From an optimization exercise on the open Yosys and OpenROAD flow, aimed at small area; shortcuts taken in it are not production practice. RTL that was checked went through simulation tests only; none was proved equivalent to the original. Power figures rest on the tool's default switching activity, not on a simulated workload.

==> flow/design.v <==
module mips_multi #(
  parameter int unsigned ADDR_W   = 32,
  parameter logic [31:0] RESET_PC = 32'h0000_0000
) (
  input  logic              clk,
  input  logic              rst,
  output logic              mem_req,
  output logic              mem_we,
  output logic [ADDR_W-1:0] mem_addr,
  output logic [31:0]       mem_wdata,
  input  logic [31:0]       mem_rdata,
  input  logic              mem_ready,
  output logic              halted,
  output logic [31:0]       retired
);
  localparam logic [3:0] S_CLR = 4'd0;   
  localparam logic [3:0] S_EX1 = 4'd1;   
  localparam logic [3:0] S_EX2 = 4'd2;   
  localparam logic [3:0] S_FW  = 4'd3;   
  localparam logic [3:0] S_LW  = 4'd4;   
  localparam logic [3:0] S_ST  = 4'd5;   
  localparam logic [3:0] S_AL1 = 4'd6;   
  localparam logic [3:0] S_AL2 = 4'd7;   
  localparam logic [3:0] S_HLT = 4'd8;   
  localparam logic [3:0] C_ADD  = 4'd0;
  localparam logic [3:0] C_SUB  = 4'd1;
  localparam logic [3:0] C_AND  = 4'd2;
  localparam logic [3:0] C_OR   = 4'd3;
  localparam logic [3:0] C_SLT  = 4'd4;
  localparam logic [3:0] C_ADDI = 4'd5;
  localparam logic [3:0] C_LW   = 4'd6;
  localparam logic [3:0] C_SW   = 4'd7;
  localparam logic [3:0] C_BEQ  = 4'd8;
  localparam logic [3:0] C_J    = 4'd9;
  localparam logic [3:0] C_JAL  = 4'd10;
  localparam logic [3:0] C_JR   = 4'd11;
  localparam logic [3:0] C_NOP  = 4'd12;
  localparam logic [3:0] C_HALT = 4'd13;
  logic [3:0]  r_state;
  logic [4:0]  r_ph;
  logic [3:0]  r_cls;
  logic [4:0]  r_rs;
  logic [4:0]  r_rt;
  logic        r_sgn;
  logic [31:0] r_x;
  logic [31:0] r_addr;
  logic        r_c;       
  logic        r_pcc;     
  logic        r_kc;      
  logic        r_flag;    
  logic [31:0][31:0] r_ring;
  logic [31:0] r_cnt;
  logic ph0, ph31, ph_ge2, ph_le15, ph_le17, ph_le27;
  assign ph0     = (r_ph == 5'd0);
  assign ph31    = (r_ph == 5'd31);
  assign ph_ge2  = (r_ph >= 5'd2);
  assign ph_le15 = (r_ph <= 5'd15);
  assign ph_le17 = (r_ph <= 5'd17);
  assign ph_le27 = (r_ph <= 5'd27);
  logic st_clr, st_ex1, st_ex2_run, st_st;
  assign st_clr = (r_state == S_CLR);
  assign st_ex1 = (r_state == S_EX1);
  assign st_st  = (r_state == S_ST);
  assign st_ex2_run = (r_state == S_EX2) || (st_st && mem_ready && ph0);
  logic c_rtype, c_add, c_sub, c_and, c_or, c_slt, c_addi, c_lw, c_sw, c_beq, c_j, c_jal, c_jr, c_halt;
  assign c_add  = (r_cls == C_ADD);
  assign c_sub  = (r_cls == C_SUB);
  assign c_and  = (r_cls == C_AND);
  assign c_or   = (r_cls == C_OR);
  assign c_slt  = (r_cls == C_SLT);
  assign c_addi = (r_cls == C_ADDI);
  assign c_lw   = (r_cls == C_LW);
  assign c_sw   = (r_cls == C_SW);
  assign c_beq  = (r_cls == C_BEQ);
  assign c_j    = (r_cls == C_J);
  assign c_jal  = (r_cls == C_JAL);
  assign c_jr   = (r_cls == C_JR);
  assign c_halt = (r_cls == C_HALT);
  assign c_rtype = c_add || c_sub || c_and || c_or || c_slt;
  logic [31:0] q0;         
  logic        p;          
  logic        k;          
  always_comb begin
    for (int i = 0; i < 32; i++) q0[i] = r_ring[i][0];
    q0[0] = 1'b0;
  end
  assign p = r_ring[0][0];
  assign k = r_cnt[0];
  logic a, b;
  logic [31:0] oh_a, oh_b;
  always_comb for (int i = 0; i < 32; i++) begin
    oh_a[i] = (r_rs == i[4:0]);
    oh_b[i] = (r_rt == i[4:0]);
  end
  assign a = |(q0 & oh_a);
  assign b = |(q0 & oh_b);
  logic immb;
  assign immb = (c_beq || ph_le15) ? r_x[0] : r_sgn;
  logic opb, cin, s, cout;
  assign opb  = (c_add ? b : 1'b0) | (c_sub || c_slt ? ~b : 1'b0) | (c_addi || c_lw || c_sw ? immb : 1'b0);
  assign cin  = ph0 ? (c_sub || c_slt) : r_c;
  assign s    = a ^ opb ^ cin;
  assign cout = (a & opb) | (a & cin) | (opb & cin);
  logic ne_all, taken, lt;
  assign ne_all = (!ph0 && r_flag) || (a ^ b);
  assign taken  = !ne_all;                        
  assign lt     = (a ^ b) ? a : s;                
  logic pb, pcin, ps;
  assign pb   = st_ex2_run ? (ph_ge2 && immb) : (r_ph == 5'd2);
  assign pcin = ph0 ? 1'b0 : r_pcc;
  assign ps   = p ^ pb ^ pcin;
  logic npc, pc_we;
  always_comb begin
    npc = ps;
    if (st_ex1 && c_jr) npc = a;
    else if (st_ex1 && (c_j || c_jal)) npc = !ph_ge2 ? 1'b0 : (ph_le27 ? r_x[0] : ps);
    if (st_clr) npc = 1'b0;
  end
  assign pc_we = st_clr || (st_ex1 && !c_halt) || (st_ex2_run && c_beq);
  logic       wen, wbit;
  logic [4:0] wsel;
  assign wsel = c_rtype ? r_x[15:11] : (c_jal ? 5'd31 : r_rt);
  assign wen  = (st_ex1 && (c_add || c_sub || c_and || c_or || c_addi || c_jal)) ||
                (st_ex2_run && (c_slt || c_lw));
  always_comb begin
    wbit = s;
    if (c_and) wbit = a & b;
    else if (c_or) wbit = a | b;
    else if (c_slt) wbit = ph0 && r_flag;
    else if (c_lw) wbit = r_x[0];
    else if (c_jal) wbit = ps;
    if (st_clr) wbit = 1'b0;
  end
  logic [7:0] wdec_hi;
  logic [3:0] wdec_lo;
  always_comb begin
    for (int j = 0; j < 8; j++) wdec_hi[j] = st_clr || (wen && (wsel[4:2] == j[2:0]));
    for (int j = 0; j < 4; j++) wdec_lo[j] = st_clr || (wsel[1:0] == j[1:0]);
  end
  logic anb, aw;
  always_comb begin
    anb = npc;
    if (st_ex1 && (c_lw || c_sw)) anb = s;
    else if (st_ex1 && c_halt) anb = k;
    else if (st_ex2_run) anb = c_beq ? ps : p;
    if (st_clr) anb = 1'b0;
  end
  assign aw = st_clr || st_ex1 || st_ex2_run;
  logic [7:0] adec_hi;
  logic [3:0] adec_lo;
  always_comb begin
    for (int j = 0; j < 8; j++) adec_hi[j] = rst || (aw && (r_ph[4:2] == j[2:0]));
    for (int j = 0; j < 4; j++) adec_lo[j] = rst || (r_ph[1:0] == j[1:0]);
  end
  always_ff @(posedge clk) begin
    for (int i = 0; i < 32; i++)
      if (adec_hi[i / 4] && adec_lo[i % 4]) r_addr[i] <= anb && !rst;
  end
  logic xsh, x_ld;
  assign xsh = (st_ex1 && (c_addi || c_lw || c_sw)) ||
               (st_ex1 && (c_j || c_jal) && ph_ge2) ||
               (st_ex2_run && c_beq && ph_ge2 && (r_ph <= 5'd16)) ||
               (st_ex2_run && c_lw);
  logic pass31, req_end;
  assign pass31 = ph31 && (st_clr || st_ex1 || (r_state == S_EX2));
  assign req_end = st_clr || (r_state == S_EX2) ||
                   (st_ex1 && !c_slt && !c_sw && !c_halt && !(c_beq && taken));
  always_comb begin
    mem_req = 1'b0;
    if (!rst) begin
      if (pass31) mem_req = req_end;
      else if (r_state == S_FW || r_state == S_LW || st_st) mem_req = 1'b1;
    end
  end
  assign mem_we    = st_st;
  assign mem_addr  = {(pass31 ? anb : r_addr[31]), r_addr[30:0]};
  assign mem_wdata = r_x;
  logic is_load_req, acc;
  assign is_load_req = (pass31 && st_ex1 && c_lw) || (r_state == S_LW);
  assign acc   = mem_req && mem_ready;
  assign x_ld  = acc && !st_st;
  logic [5:0] f_op, f_fn;
  logic [3:0] f_cls;
  assign f_op = mem_rdata[31:26];
  assign f_fn = mem_rdata[5:0];
  always_comb begin
    case (f_op)
      6'h00: begin
        case (f_fn)
          6'h20:   f_cls = C_ADD;
          6'h22:   f_cls = C_SUB;
          6'h24:   f_cls = C_AND;
          6'h25:   f_cls = C_OR;
          6'h2A:   f_cls = C_SLT;
          6'h08:   f_cls = C_JR;
          default: f_cls = C_NOP;
        endcase
      end
      6'h08:   f_cls = C_ADDI;
      6'h23:   f_cls = C_LW;
      6'h2B:   f_cls = C_SW;
      6'h04:   f_cls = C_BEQ;
      6'h02:   f_cls = C_J;
      6'h03:   f_cls = C_JAL;
      6'h3F:   f_cls = C_HALT;
      default: f_cls = C_NOP;
    endcase
  end
  assign halted  = (r_state == S_HLT);
  assign retired = r_addr;
  always_ff @(posedge clk) begin
    for (int i = 1; i < 32; i++)
      r_ring[i] <= {(wdec_hi[i / 4] && wdec_lo[i % 4]) ? wbit : r_ring[i][0], r_ring[i][31:1]};
    r_ring[0] <= {pc_we ? npc : p, r_ring[0][31:1]};
  end
  logic kcin;
  assign kcin = ph0 ? (st_ex1 && !c_halt) : r_kc;
  always_ff @(posedge clk) begin
    r_cnt <= {(k ^ kcin) && !st_clr, r_cnt[31:1]};
    r_kc  <= k && kcin && !ph31;
    r_c   <= cout;
    r_pcc <= (p & pb) | (p & pcin) | (pb & pcin);
    if (st_ex1 && c_slt && ph31) r_flag <= lt;
    else if (st_ex1) r_flag <= ne_all;
  end
  always_ff @(posedge clk) begin
    if (x_ld) r_x <= mem_rdata;
    else if (xsh) r_x <= {b, r_x[31:1]};
  end
  logic fetch_acc;
  assign fetch_acc = acc && !st_st && !is_load_req;
  always_ff @(posedge clk) begin
    if (fetch_acc) begin
      r_cls <= f_cls;
      r_rs  <= mem_rdata[25:21];
      r_rt  <= mem_rdata[20:16];
      r_sgn <= mem_rdata[15];
    end
  end
  always_ff @(posedge clk) begin
    if (rst) begin
      r_state <= S_CLR;
      r_ph    <= 5'd0;
    end else begin
      r_ph <= r_ph + 5'd1;
      case (r_state)
        S_CLR: if (ph31) r_state <= mem_ready ? S_EX1 : S_FW;
        S_EX1: if (ph31) begin
          if (c_halt) r_state <= S_HLT;
          else if (c_sw) r_state <= S_ST;
          else if (c_slt || (c_beq && taken)) r_state <= S_EX2;
          else if (c_lw) r_state <= mem_ready ? S_EX2 : S_LW;
          else r_state <= mem_ready ? S_EX1 : S_FW;
        end
        S_EX2: if (ph31) r_state <= mem_ready ? S_EX1 : S_FW;
        S_FW:  if (mem_ready) r_state <= ph31 ? S_EX1 : S_AL1;
        S_LW:  if (mem_ready) r_state <= ph31 ? S_EX2 : S_AL2;
        S_ST:  if (mem_ready) r_state <= ph0 ? S_EX2 : S_AL2;
        S_AL1: if (ph31) r_state <= S_EX1;
        S_AL2: if (ph31) r_state <= S_EX2;
        S_HLT: r_state <= S_HLT;
        default: r_state <= S_CLR;
      endcase
    end
  end
endmodule
export LEC_CHECK = 0
export ABC_AREA = 1
export CAP_MARGIN = 0
export CORE_MARGIN = 2
export CORE_UTILIZATION = 55
export SLEW_MARGIN = 0
create_clock -name core_clock -period 10.0 [get_ports {clk}]
standard.sh (not shown) runs the stock make flow with config.mk's settings and CLKGATE_MAP_FILE= SYNTH_SCRIPT=/design/flow/synth_recipe.tcl, a recipe that flattens the netlist after the stock synthesis.
==> flow/flow/run.sh <==
#!/bin/bash
# Standard ORFS layout (the standard.sh) with two changes in how it is made:
# the port buffers use the smallest buffer cell (every port still gets one), and
# clock tree synthesis runs with its own arguments (no dummy balancing loads).
set -euo pipefail
export BUFFER_PORTS_ARGS="-buffer_cell sky130_fd_sc_hd__buf_1"
export CTS_ARGS="-sink_clustering_enable -repair_clock_nets -dont_use_dummy_load -buf_list sky130_fd_sc_hd__clkbuf_4 -sink_clustering_size 12 -sink_clustering_max_diameter 40"
bash standard.sh > standard_flow.log 2>&1
Then changed:
--- a/flow/design.v
+++ b/flow/design.v
@@ -55,13 +55,13 @@
   assign ph31    = (r_ph == 5'd31);
   assign ph_ge2  = (r_ph >= 5'd2);
   assign ph_le15 = (r_ph <= 5'd15);
   assign ph_le17 = (r_ph <= 5'd17);
   assign ph_le27 = (r_ph <= 5'd27);
   logic st_clr, st_ex1, st_ex2_run, st_st;
-  assign st_clr = (r_state == S_CLR);
+  assign st_clr = (r_state == S_CLR) || rst;
   assign st_ex1 = (r_state == S_EX1);
   assign st_st  = (r_state == S_ST);
   assign st_ex2_run = (r_state == S_EX2) || (st_st && mem_ready && ph0);
   logic c_rtype, c_add, c_sub, c_and, c_or, c_slt, c_addi, c_lw, c_sw, c_beq, c_j, c_jal, c_jr, c_halt;
   assign c_add  = (r_cls == C_ADD);
   assign c_sub  = (r_cls == C_SUB);
@@ -237,13 +237,13 @@
       r_sgn <= mem_rdata[15];
     end
   end
   always_ff @(posedge clk) begin
     if (rst) begin
       r_state <= S_CLR;
-      r_ph    <= 5'd0;
+      r_ph    <= 5'd1;
     end else begin
       r_ph <= r_ph + 5'd1;
       case (r_state)
         S_CLR: if (ph31) r_state <= mem_ready ? S_EX1 : S_FW;
         S_EX1: if (ph31) begin
           if (c_halt) r_state <= S_HLT;
Effect:
- cell count rises by 1.2%
- maximum frequency came out lower by 2.4%
- non-clock buffer count drops by 1
- total power hardly moves
- sequential power hardly moves
- die area rises by 0.39%
- cell area is higher by 0.33%
- global-route usage went down by 0.63 points

* * *

## before
Starts from the design.v that is shown in full above.
clock: 10.0 ns
lec_check: 0
abc_area: 1
cap_margin: 0
core_margin: 2
core_utilization: 55
slew_margin: 0
==> flow/flow/run.sh <==
#!/bin/bash
# Standard ORFS layout (the standard.sh) with two changes in how it is made:
# the port buffers use the smallest buffer cell (every port still gets one), and
# clock tree synthesis runs with its own arguments (no dummy balancing loads).
set -euo pipefail
export BUFFER_PORTS_ARGS="-buffer_cell sky130_fd_sc_hd__buf_1"
export CTS_ARGS="-sink_clustering_enable -repair_clock_nets -dont_use_dummy_load -buf_list sky130_fd_sc_hd__clkbuf_8 -sink_clustering_size 22 -sink_clustering_max_diameter 50"
bash standard.sh > standard_flow.log 2>&1
before finished every step from synthesis to the final layout, and the layout passed the timing, DRC and antenna checks.
### before -> after
--- a/flow/design.v
+++ b/flow/design.v
@@ -56,11 +56,11 @@
   assign ph_ge2  = (r_ph >= 5'd2);
   assign ph_le15 = (r_ph <= 5'd15);
   assign ph_le17 = (r_ph <= 5'd17);
   assign ph_le27 = (r_ph <= 5'd27);
   logic st_clr, st_ex1, st_ex2_run, st_st;
-  assign st_clr = (r_state == S_CLR);
+  assign st_clr = (r_state == S_CLR) || rst;
   assign st_ex1 = (r_state == S_EX1);
   assign st_st  = (r_state == S_ST);
   assign st_ex2_run = (r_state == S_EX2) || (st_st && mem_ready && ph0);
   logic c_rtype, c_add, c_sub, c_and, c_or, c_slt, c_addi, c_lw, c_sw, c_beq, c_j, c_jal, c_jr, c_halt;
   assign c_add  = (r_cls == C_ADD);
@@ -238,11 +238,11 @@
     end
   end
   always_ff @(posedge clk) begin
     if (rst) begin
       r_state <= S_CLR;
-      r_ph    <= 5'd0;
+      r_ph    <= 5'd1;
     end else begin
       r_ph <= r_ph + 5'd1;
       case (r_state)
         S_CLR: if (ph31) r_state <= mem_ready ? S_EX1 : S_FW;
         S_EX1: if (ph31) begin
[summary]
- Global-route usage: after < before
- Summary of the comparison: setup slack is lower in after, relative to before.
- In the flow results for before and after, the number of buffers outside the clock class in the layout is larger on before.
- Across both runs, synthesized instance count was higher for after than for before.
- Number of standard cells in the final layout excluding fillers came out higher on after than on before.
- Compared with before, in after count of buffering cells on the critical path with inverters included now larger; final-layout clock buffer total now larger; critical path depth now larger; global-route wire length before repair now smaller; design area now larger.
- Summary of after over before: multi-input combinational area share roughly the same; sequential power roughly the same; highest clock rate lower.

* * *

Another version of the RTL of mips_multi (not shown whole).
Size in the first run: ~2,100 cells after synthesis, roughly 1,100 flip-flops, ~28,000 sq um of cells after synthesis.
==> flow/design.v (excerpt) <==
module mips_multi #(
  parameter int unsigned ADDR_W   = 32,
  parameter logic [31:0] RESET_PC = 32'h0000_0000
) (
  input  logic              clk,
  input  logic              rst,
  output logic              mem_req,
  output logic              mem_we,
  output logic [ADDR_W-1:0] mem_addr,
  output logic [31:0]       mem_wdata,
  input  logic [31:0]       mem_rdata,
  input  logic              mem_ready,
  output logic              halted,
  output logic [31:0]       retired
);
Settings: LEC_CHECK=0, ABC_AREA=1, CAP_MARGIN=0, CORE_MARGIN=2, CORE_UTILIZATION=45, SLEW_MARGIN=0; clock period 10.0 ns.
==> flow/flow/run.sh <==
#!/bin/bash
# Standard ORFS layout (the standard.sh) with two changes in how it is made:
# the port buffers use the smallest buffer cell (every port still gets one), and
# clock tree synthesis runs with its own arguments (no dummy balancing loads).
set -euo pipefail
export BUFFER_PORTS_ARGS="-buffer_cell sky130_fd_sc_hd__buf_1"
export CTS_ARGS="-sink_clustering_enable -repair_clock_nets -dont_use_dummy_load -buf_list sky130_fd_sc_hd__clkbuf_4 -sink_clustering_size 12 -sink_clustering_max_diameter 40"
bash standard.sh > standard_flow.log 2>&1
The baseline finished with timing, DRC and antenna clean.
Change:
--- a/flow/design.v
+++ b/flow/design.v
@@ -86,37 +86,25 @@
       q0[i] = r_ring[i][0];
       q1[i] = r_ring[i][1];
     end
     q0[0] = 1'b0;
     q1[0] = 1'b0;
   end
   assign p = r_ring[0][1:0];
   assign k = r_cnt[1:0];
   logic [1:0] a, b;
-  logic [3:0] sa_lo, sb_lo;
-  logic [7:0] sa_hi, sb_hi;
-  logic [7:0] ga0, ga1, gb0, gb1;
-  always_comb begin
-    for (int j = 0; j < 4; j++) begin
-      sa_lo[j] = (r_rs[1:0] == j[1:0]);
-      sb_lo[j] = (r_rt[1:0] == j[1:0]);
-    end
-    for (int j = 0; j < 8; j++) begin
-      sa_hi[j] = (r_rs[4:2] == j[2:0]);
-      sb_hi[j] = (r_rt[4:2] == j[2:0]);
-      ga0[j] = |(q0[4*j +: 4] & sa_lo);
-      ga1[j] = |(q1[4*j +: 4] & sa_lo);
-      gb0[j] = |(q0[4*j +: 4] & sb_lo);
-      gb1[j] = |(q1[4*j +: 4] & sb_lo);
-    end
-  end
-  assign a = {|(ga1 & sa_hi), |(ga0 & sa_hi)};
-  assign b = {|(gb1 & sb_hi), |(gb0 & sb_hi)};
+  logic [31:0] oh_a, oh_b;
+  always_comb for (int i = 0; i < 32; i++) begin
+    oh_a[i] = (r_rs == i[4:0]);
+    oh_b[i] = (r_rt == i[4:0]);
+  end
+  assign a = {|(q1 & oh_a), |(q0 & oh_a)};
+  assign b = {|(q1 & oh_b), |(q0 & oh_b)};
   logic [1:0] immb;
   assign immb = (c_beq ? ph_le8 : ph_le7) ? r_x[1:0] : {2{r_sgn}};
   logic [1:0] opb, s;
   logic       cin, c1, cout;
   assign opb  = (c_add ? b : 2'b00) | (c_sub || c_slt ? ~b : 2'b00) |
                 (c_addi || c_lw || c_sw ? immb : 2'b00);
   assign cin  = ph0 ? (c_sub || c_slt) : r_c;
   assign s[0] = a[0] ^ opb[0] ^ cin;
   assign c1   = (a[0] & opb[0]) | (a[0] & cin) | (opb[0] & cin);
@@ -157,20 +145,18 @@
     else if (c_jal) wbit = ps;
     if (st_clr) wbit = 2'b00;
   end
   logic [7:0] wdec_hi;
   logic [3:0] wdec_lo;
   always_comb begin
     for (int j = 0; j < 8; j++) wdec_hi[j] = st_clr || (wen && (wsel[4:2] == j[2:0]));
     for (int j = 0; j < 4; j++) wdec_lo[j] = st_clr || (wsel[1:0] == j[1:0]);
   end
-  logic [7:0][1:0] whi_w;
-  always_comb for (int j = 0; j < 8; j++) whi_w[j] = wbit & {2{wdec_hi[j]}};
   logic [1:0] anb;
   logic       aw;
   always_comb begin
     anb = npc;
     if (st_ex1 && (c_lw || c_sw)) anb = s;
     else if (st_ex1 && c_halt) anb = k;
     else if (st_ex2_run) anb = c_beq ? ps : p;
     if (st_clr) anb = 2'b00;
   end
@@ -233,21 +219,19 @@
       6'h03:   f_cls = C_JAL;
       6'h3F:   f_cls = C_HALT;
       default: f_cls = C_NOP;
     endcase
   end
   assign halted  = (r_state == S_HLT);
   assign retired = r_addr;
   always_ff @(posedge clk) begin
     for (int i = 1; i < 32; i++)
-      r_ring[i] <= {({2{wdec_lo[i % 4]}} & whi_w[i / 4]) |
-                    (r_ring[i][1:0] & {2{!(wdec_lo[i % 4] && wdec_hi[i / 4])}}),
-                    r_ring[i][31:2]};
+      r_ring[i] <= {(wdec_hi[i / 4] && wdec_lo[i % 4]) ? wbit : r_ring[i][1:0], r_ring[i][31:2]};
     r_ring[0] <= {pc_we ? npc : p, r_ring[0][31:2]};
   end
   logic kcin, kc1;
   assign kcin = ph0 ? (st_ex1 && !c_halt) : r_kc;
   assign kc1  = k[0] && kcin;
   always_ff @(posedge clk) begin
     r_cnt <= {{(k[1] ^ kc1), (k[0] ^ kcin)} & {2{!st_clr}}, r_cnt[31:2]};
     r_kc  <= k[1] && kc1 && !ph15;
     r_c   <= cout;
After rerunning: Die area rose by 1.2%. Power barely changes. Sequential power barely changes. Utilization rises by 0.25 points. Synthesized area goes up by 1.2%. Clock-buffer cell count does not change. Worst setup slack improves by 0.67 ns. Non-clock buffer count rose by 2. Global-route usage rises by 2.3 points. Critical path depth stays the same. Wire length grows by 16%. Cell area grows by 1.3%. Clock skew is higher by 0.034 ns.
The RTL of the first run of this note was laid out without a check of its function.

-- afterwards: timing with drivers on the ports --
No port has a modelled driver above. Below, the same layouts with a new extraction and two added sets of constraints. Step 1 assumes that a clkbuf_16 drives the clock port and a buf_2 every other input. Step 2 adds t to the input delays and takes it off the output delays; t is the mean of the earliest and latest rising clock arrival at the registers after step 1. Input paths then give back, and output paths get back, about the clock's delay inside the block. a / b / c = ideal ports / drivers / drivers and shift; a / b = the first two.
run	t (ns)	setup slack, ns	worst setup path after step 2
the first run of note 1	0.841	3.743 / 3.721 / 3.721	input to output
the second run of note 1	0.863	3.591 / 3.566 / 3.566	input to output
before	0.680	3.748 / 3.727 / 3.727	input to output
after	0.669	3.584 / 3.559 / 3.559	input to output
the first run of note 3	0.869	2.172 / 2.123 / 2.984	input to output
the second run of note 3	0.918	2.840 / 2.786 / 3.249	input to output
After both steps every run listed still meets setup and hold.
